From an optimization exercise on the open Yosys and OpenROAD flow, aimed at small area, a short achievable clock period and few clock cycles per item; shortcuts taken in it are not production practice. Only simulation tests tie the RTL to the original design; equivalence was not proved. No activity file was given, so power comes from the tool's default toggle rates.

$ cat config.mk
export PLATFORM = sky130hd
export DESIGN_NAME = riscv_multicycle
export DESIGN_NICKNAME = riscv_multicycle
export VERILOG_FILES = /design/flow/design.v
export SDC_FILE = /design/flow/constraint.sdc
export NUM_CORES = 4
export LEC_CHECK = 0
export CAP_MARGIN = 20
export CELL_PAD_IN_SITES_DETAIL_PLACEMENT = 1
export CORE_MARGIN = 2
export CORE_UTILIZATION = 25
export PLACE_DENSITY = 0.32
export SLEW_MARGIN = 20
$ cat constraint.sdc
create_clock -name core_clock -period 9.0 [get_ports {clk}]
set_input_delay 1.8000 -clock core_clock [delete_from_list [all_inputs] [get_ports {clk}]]
set_output_delay 1.8000 -clock core_clock [all_outputs]
set_load 0.01 [all_outputs]
$ cat design.v
module riscv_multicycle #(
  parameter int unsigned  N        = 32,
  parameter logic [N-1:0] RESET_PC = '0
) (
  input  logic                clk,
  input  logic                rst,
  output logic                mem_req,
  output logic                mem_we,
  output logic [N-1:0]        mem_addr,
  output logic [N-1:0]        mem_wdata,
  input  logic [N-1:0]        mem_rdata,
  input  logic                mem_ready,
  output logic                retire,
  output logic                trap,
  output logic [N-1:0]        pc_out
);
  typedef enum logic [3:0] {
    FETCH, DECODE, MEMADR, MEMRD, MEMWB, MEMWR,
    EXEC_R, EXEC_I, ALUWB, BRANCH, JAL, TRAP
  } state_t;
  localparam logic [6:0] OP_LOAD   = 7'b0000011;
  localparam logic [6:0] OP_STORE  = 7'b0100011;
  localparam logic [6:0] OP_R      = 7'b0110011;
  localparam logic [6:0] OP_IMM    = 7'b0010011;
  localparam logic [6:0] OP_BRANCH = 7'b1100011;
  localparam logic [6:0] OP_JAL    = 7'b1101111;
  state_t       r_state, w_next, w_dec_next;
  logic [N-1:0] r_pc, r_oldpc, r_a, r_b, r_aluout, r_data;
  logic [31:0]  r_ir;
  logic [N-1:0] r_rf [32];
  logic [6:0]   w_opcode, w_funct7;
  logic [2:0]   w_funct3;
  logic [4:0]   w_rd, w_rs1, w_rs2;
  logic [N-1:0] w_imm_i, w_imm_s, w_imm_b, w_imm_j;
  logic [N-1:0] w_op2, w_alu, w_rf_wdata;
  logic         w_rf_we;
  assign w_opcode = r_ir[6:0];
  assign w_rd     = r_ir[11:7];
  assign w_funct3 = r_ir[14:12];
  assign w_rs1    = r_ir[19:15];
  assign w_rs2    = r_ir[24:20];
  assign w_funct7 = r_ir[31:25];
  assign w_imm_i = {{(N-12){r_ir[31]}}, r_ir[31:20]};
  assign w_imm_s = {{(N-12){r_ir[31]}}, r_ir[31:25], r_ir[11:7]};
  assign w_imm_b = {{(N-13){r_ir[31]}}, r_ir[31], r_ir[7], r_ir[30:25], r_ir[11:8], 1'b0};
  assign w_imm_j = {{(N-21){r_ir[31]}}, r_ir[31], r_ir[19:12], r_ir[20], r_ir[30:21], 1'b0};
  assign pc_out = r_pc;
  always_comb begin
    w_op2 = (r_state == EXEC_R) ? r_b : w_imm_i;
    w_alu = '0;
    case (w_funct3)
      3'b000:  w_alu = (r_state == EXEC_R && w_funct7[5]) ? r_a - w_op2 : r_a + w_op2;
      3'b111:  w_alu = r_a & w_op2;
      3'b110:  w_alu = r_a | w_op2;
      3'b010:  w_alu = {{(N-1){1'b0}}, ($signed(r_a) < $signed(w_op2))};
      default: w_alu = '0;
    endcase
  end
  always_comb begin
    w_dec_next = TRAP;
    case (w_opcode)
      OP_LOAD, OP_STORE:
        if (w_funct3 == 3'b010) w_dec_next = MEMADR;
      OP_R:
        if ((w_funct7 == 7'b0000000 && (w_funct3 == 3'b000 || w_funct3 == 3'b111 ||
                                         w_funct3 == 3'b110 || w_funct3 == 3'b010)) ||
            (w_funct7 == 7'b0100000 && w_funct3 == 3'b000))
          w_dec_next = EXEC_R;
      OP_IMM:
        if (w_funct3 == 3'b000 || w_funct3 == 3'b111 || w_funct3 == 3'b110 || w_funct3 == 3'b010)
          w_dec_next = EXEC_I;
      OP_BRANCH:
        if (w_funct3 == 3'b000) w_dec_next = BRANCH;
      OP_JAL:  w_dec_next = JAL;
      default: w_dec_next = TRAP;
    endcase
  end
  always_ff @(posedge clk or negedge rst) begin
    if (!rst) r_state <= FETCH;
    else      r_state <= w_next;
  end
  always_comb begin
    w_next            = r_state;
    mem_req   = 1'b0;
    mem_we    = 1'b0;
    mem_addr  = r_pc;
    mem_wdata = r_b;
    retire            = 1'b0;
    trap              = 1'b0;
    w_rf_we           = 1'b0;
    w_rf_wdata        = r_aluout;
    case (r_state)
      FETCH: begin
        mem_req = 1'b1;
        if (mem_ready) w_next = DECODE;
      end
      DECODE: w_next = w_dec_next;
      MEMADR: w_next = w_opcode[5] ? MEMWR : MEMRD;
      MEMRD: begin
        mem_req  = 1'b1;
        mem_addr = r_aluout;
        if (mem_ready) w_next = MEMWB;
      end
      MEMWB: begin
        retire     = 1'b1;
        w_rf_we    = 1'b1;
        w_rf_wdata = r_data;
        w_next     = FETCH;
      end
      MEMWR: begin
        mem_req  = 1'b1;
        mem_we   = 1'b1;
        mem_addr = r_aluout;
        if (mem_ready) begin
          retire = 1'b1;
          w_next = FETCH;
        end
      end
      EXEC_R, EXEC_I: w_next = ALUWB;
      ALUWB: begin
        retire  = 1'b1;
        w_rf_we = 1'b1;
        w_next  = FETCH;
      end
      BRANCH: begin
        retire = 1'b1;
        w_next = FETCH;
      end
      JAL: begin
        retire     = 1'b1;
        w_rf_we    = 1'b1;
        w_rf_wdata = r_oldpc + N'(4);
        w_next     = FETCH;
      end
      TRAP: trap = 1'b1;
      default: w_next = FETCH;
    endcase
  end
  always_ff @(posedge clk or negedge rst) begin
    if (!rst) begin
      r_pc     <= RESET_PC;
      r_oldpc  <= '0;
      r_ir     <= '0;
      r_a      <= '0;
      r_b      <= '0;
      r_aluout <= '0;
      r_data   <= '0;
      for (int unsigned i = 0; i < 32; i++) r_rf[i] <= '0;
    end else begin
      case (r_state)
        FETCH:
          if (mem_ready) begin
            r_ir    <= mem_rdata[31:0];
            r_oldpc <= r_pc;
            r_pc    <= r_pc + N'(4);
          end
        DECODE: begin
          r_a      <= r_rf[w_rs1];
          r_b      <= r_rf[w_rs2];
          r_aluout <= r_oldpc + w_imm_b;
        end
        MEMADR:         r_aluout <= r_a + (w_opcode[5] ? w_imm_s : w_imm_i);
        MEMRD:          if (mem_ready) r_data <= mem_rdata;
        EXEC_R, EXEC_I: r_aluout <= w_alu;
        BRANCH:         if (r_a == r_b) r_pc <= r_aluout;
        JAL:            r_pc <= r_oldpc + w_imm_j;
        default: ;
      endcase
      if (w_rf_we && w_rd != 5'd0) r_rf[w_rd] <= w_rf_wdata;
    end
  end
endmodule
$ cat run.sh
#!/bin/bash
# synth_recipe.tcl (not shown) runs the flow's synth.tcl, then flattens the netlist and writes it again
# the make line also repeats each setting of config.mk as NAME=value (left out here)
make -C /OpenROAD-flow-scripts/flow DESIGN_CONFIG=/design/flow/config.mk WORK_HOME=/design/flow/orfs CLKGATE_MAP_FILE= SYNTH_SCRIPT=/design/flow/synth_recipe.tcl finish
==> run notes <==
==> sequential cells by signal, indices dropped and copies added, names as in the netlist <==
name	count
r_ir	32
r_b	32
r_aluout	32
r_pc	32
r_state	4
r_rf	1024
r_a	32
r_data	32
r_oldpc	32
==> final timing paths <==
path / depth (start not counted) / to / slack, ns / startpoint
max in group asynchronous: 3 / r_rf[9][10] / 5.88 / rst
min reg2reg: 0 / r_rf[0][29] / 0.41 / r_rf[0][29]
max reg2reg: 14 / r_aluout[30] / 2.92 / r_state[1]
min: 0 / r_rf[0][29] / 0.41 / r_rf[0][29]
min in group asynchronous: 1 / r_pc[26] / 0.82 / rst
max: 14 / r_aluout[30] / 2.92 / r_state[1]
==> placed cells by master (no fill, tap or decap), types with 15 or more instances in the layout <==
master / synthesis / routed
a21o_1: 58 / 58
a22oi_1: 275 / 275
ha_1: 173 / 173
nand2_1: 861 / 860
o22ai_1: 22 / 22
and3_1: 27 / 27
nand2b_1: 33 / 32
nor2b_1: 28 / 28
nor2_4: 0 / 80
o21a_1: 15 / 15
a221oi_4: 0 / 29
clkdlybuf4s50_1: 0 / 133
nand4_1: 156 / 156
inv_1: 116 / 116
diode_2: 0 / 19
clkbuf_1: 638 / 30
a31oi_1: 36 / 36
a221oi_1: 410 / 381
o31ai_1: 17 / 17
xor2_1: 62 / 62
xnor2_1: 115 / 115
dfrtp_1: 1252 / 1250
nor2_1: 715 / 633
clkbuf_8: 0 / 40
o221ai_1: 29 / 27
or3_1: 24 / 23
nor3_1: 52 / 48
mux2_2: 145 / 145
a211oi_1: 23 / 23
a22o_1: 347 / 347
o32ai_1: 55 / 44
o21ai_0: 787 / 786
clkinv_2: 0 / 27
clkbuf_16: 0 / 160
nand3_1: 112 / 99
a21oi_1: 649 / 645
bufinv_16: 0 / 15
buf_4: 1 / 257
==> metal layers <==
metal	track usage, %	wire (microns)	vias up
li1	-	-	27300
met2	51.3	204000	3027
met5	0	30	-
met1	43.3	196000	35200
met3	5.09	28400	868
met4	14.1	21800	4
==> layout make-up <==
type,count,area [sq um]
antenna,19,47.5
clock buffer,230,4670
clock inverter,61,938
fill,30300,188000
inverter,116,435
multi-input combinational,5415,34700
sequential,1252,31300
tap,3552,4440
timing repair buffer,402,3520
==> Yosys cell counts (7+ instances only) <==
| master | number | area, sq um |
|---|---|---|
| and2_1 | 14 | 87.6 |
| nand2b_1 | 33 | 206 |
| o32ai_1 | 55 | 482 |
| a21oi_1 | 649 | 3250 |
| buf_2 | 7 | 35.0 |
| xnor2_1 | 115 | 1010 |
| o21a_1 | 15 | 113 |
| nor3b_1 | 7 | 52.6 |
| a211oi_1 | 23 | 173 |
| a22oi_1 | 275 | 2060 |
| nand4_1 | 156 | 976 |
| o21bai_1 | 12 | 90.1 |
| mux2i_1 | 7 | 70.1 |
| nor4_1 | 11 | 68.8 |
| buf_1 | 20 | 75.1 |
| a31oi_1 | 36 | 225 |
| o21ai_0 | 787 | 3940 |
| nand2_1 | 861 | 3230 |
| ha_1 | 173 | 2160 |
| or2_2 | 10 | 62.6 |
| dfrtp_1 | 1252 | 31300 |
| and4_1 | 8 | 70.1 |
| nand3b_1 | 8 | 60.1 |
| a21o_1 | 58 | 435 |
| mux2_2 | 145 | 1630 |
| and3_1 | 27 | 169 |
| nor2_1 | 715 | 2680 |
| o221ai_1 | 29 | 254 |
| o211ai_1 | 14 | 105 |
| clkbuf_1 | 638 | 2390 |
| o22ai_1 | 22 | 138 |
| nand3_1 | 112 | 561 |
| or3_1 | 24 | 150 |
| a221oi_1 | 410 | 3590 |
| xor2_1 | 62 | 543 |
| a22o_1 | 347 | 3040 |
| nor2b_1 | 28 | 175 |
| nor3_1 | 52 | 260 |
| inv_1 | 116 | 435 |
| o31ai_1 | 17 | 128 |
==> per-stage QoR <==
step | power, mW | std cells | setup slack (ns) | hold slack, ns
2_1_floorplan | 17.5 | 7453 | 4.60 | 0.451
3_3_place_gp | 25.9 | 10700 | 3.11 | 0.387
3_5_place_dp | 26.0 | 10700 | 3.03 | 0.394
4_1_cts | 33.1 | 11000 | 3.00 | 0.407
5_1_grt | 34.7 | 11000 | 2.63 | 0.421
6_report | 33.2 | 11000 | 2.92 | 0.411
==> logic make-up (layout without fill, tap and decap cells) <==
kind of cell / Yosys count / after routing / share of synthesized area, %
flip-flops: 1252 / 1252 / 46.4
AO/OA/AOI/OAI: 2827 / 2827 / 27.8
buffers and inverters: 786 / 809 / 4.42
XOR/XNOR: 177 / 177 / 2.29
adder cells (fa/ha/maj): 178 / 178 / 3.35
other: 0 / 19 / 0
AND/OR/NAND/NOR: 2081 / 2081 / 13.2
multiplexers: 152 / 152 / 2.52
==> power by group through the flow <==
stage	clock network, mW	registers [mW]	logic, mW
3_3_place_gp	0	10.6	15.3
6_report	6.96	10.6	15.6
5_1_grt	7.30	10.9	16.5
3_5_place_dp	0	10.7	15.4
2_1_floorplan	0	9.21	8.30
4_1_cts	7.09	10.6	15.4
==> results.py <==
metrics = {
    "sta": {
        "fin_crit_ns": 6.08,
        "worst_pin_slew_ns": 1.39,
        "grt_setup_unrepaired": "false",
        "finalMaxSlewViolations": 0,
        "tns_ns": 0,
        "setup_viol": 0,
        "period_share_pct": 67.6,
        "relSlewSlack_pct": 7.31,
        "hold_viol": 0,
        "fin_skew_ns": 0.0795,
        "timing.fmax_mhz": 164,
    },
    "power_and_ir_drop": {
        "power_frac_seq_pct": 32.0,
        "internal-power_mw": 16.6,
        "comb_power_share_pct": 47.0,
        "irDropWorstVdd_v": 0.000192,
        "p_switching_mw": 16.6,
        "clkPwrFrac_pct": 21.0,
        "power_density_mw_per_mm2": 415,
        "netSwitchingFraction_pct": 50.0,
        "p_leak_nw": 33.2,
    },
    "synthesis": {
        "syn_nets": 7666,
        "synth.distinct_cells": 83,
        "synth_edf_count": 0,
        "syn_area_per_cell_sq_um": 9.06,
        "ys_seq_area_share_pct": 46.4,
        "netlist_area_sq_mm": 0.0676,
        "synth-main-ff-cell": "dfrtp_1",
        "synth-seq-cells": 1252,
        "ys_async_sr_fraction_pct": 100,
        "yosys_warnings": 2,
        "syn_inst": 7453,
    },
    "worst_setup_path": {
        "start_kind": "register",
        "critPathKind": "register to register",
        "end_kind": "register",
        "slowest_stage": "a221oi_1",
        "crit_top_cell": "a21oi_1",
        "path_buf_inv": 0,
        "critPathRequiredTime_ns": 9.71,
        "critPathArrivalTime_ns": 6.79,
        "max_stage_delay_ns": 0.92,
        "crit_family": "compound AO/OA/AOI/OAI gates",
        "cp_max_fo": 20,
        "path_cells": "nand2b_1, nor2_4, mux2_2, ha_1, fa_1, a221o_1, a21oi_1, a21oi_1, a221oi_1, o21ai_0, a31oi_1, mux2i_1, nand2_1, o32a_1",
    },
    "clocking": {
        "htree_num_levels": 4,
        "cts_tree": "yes",
        "post_cts_buffers": 0,
        "cts_buffers": 160,
        "cts_resized": 0,
        "clk_path_buf_depth": 3,
        "cts_hold_buf": 0,
        "clock_latency_ns": 0.87,
        "path_clk_slew_ns": 0.06,
        "cts_root_buf": "clkbuf_16",
        "clock_sinks": 1252,
    },
    "routing": {
        "drt_iter0_drc": 7194,
        "via_count": 66500,
        "via_per_inst": 6.02,
        "final_antenna_net_count": 0,
        "drc": 0,
        "wl_per_cell_microns": 40.8,
        "drt_wl_total_microns": 450000,
        "firstDrtPassIters": 7,
    },
    "die": {
        "rows": 190,
        "ios": 135,
        "die_w_microns": 524,
        "initial_core_util_pct": 25.2,
        "dieHeight_microns": 524,
        "core_area_sq_mm": 0.268,
        "die-area_sq_mm": 0.274,
    },
    "layout": {
        "syn_to_final_growth_pct": 18.5,
        "final_cell_area_sq_mm": 0.0801,
        "drive_above_1_share_pct": 11.5,
        "final_nets": 7560,
        "postLayoutCoreUtil_pct": 29.8,
    },
    "grt": {
        "grt_max_degree": 150,
        "antenna_found_initial": 34,
        "grt_util_all_layers_pct": 32.3,
        "grt_pass1_wl_microns": 609000,
        "grt_pass1_vias": 66400,
        "grt-ovfl-total": 0,
    },
    "place": {
        "gp_congestion": 0.917,
        "postPlaceCellArea_sq_mm": 0.0744,
        "hpwl_microns": 289000,
        "portBuffers": 134,
    },
    "run": {
        "drv_cap": 0,
    },
    "min_path": {
        "hold_path_class": "register to register",
    },
    "outcome": {
        "status": "complete, no violations",
    },
}
Testbench counts, summed over its fixed seeds: cycles 280,250, retired 72,013.

==> what the ideal ports hide <==
Ports are ideal in the flow. The routed layout listed here was re-timed in OpenROAD. Step 1 (the two cells are an assumption about what drives the block):
set clk [get_ports {clk}]
set_driving_cell -lib_cell sky130_fd_sc_hd__clkbuf_16 $clk
set_driving_cell -lib_cell sky130_fd_sc_hd__buf_2 [delete_from_list [all_inputs] $clk]
Step 2 adds t to the input delays and takes it off the output delays; t is the mean of the earliest and latest rising clock arrival at the registers after step 1. Input paths then give back, and output paths get back, about the clock's delay inside the block. Three values: ideal, step 1, step 2; two values: the first two.
t (ns): 0.927
setup WS [ns]: 2.917 / 2.917 / 2.917
clock arrival spread, ns: 0.079 / 0.079
slew at the worst register clock pin (ns): 0.07 / 0.07
After both steps this run still meets setup and hold. The setup slack of this run moves by 0.000 ns with the drivers and by 0.000 ns with both steps.
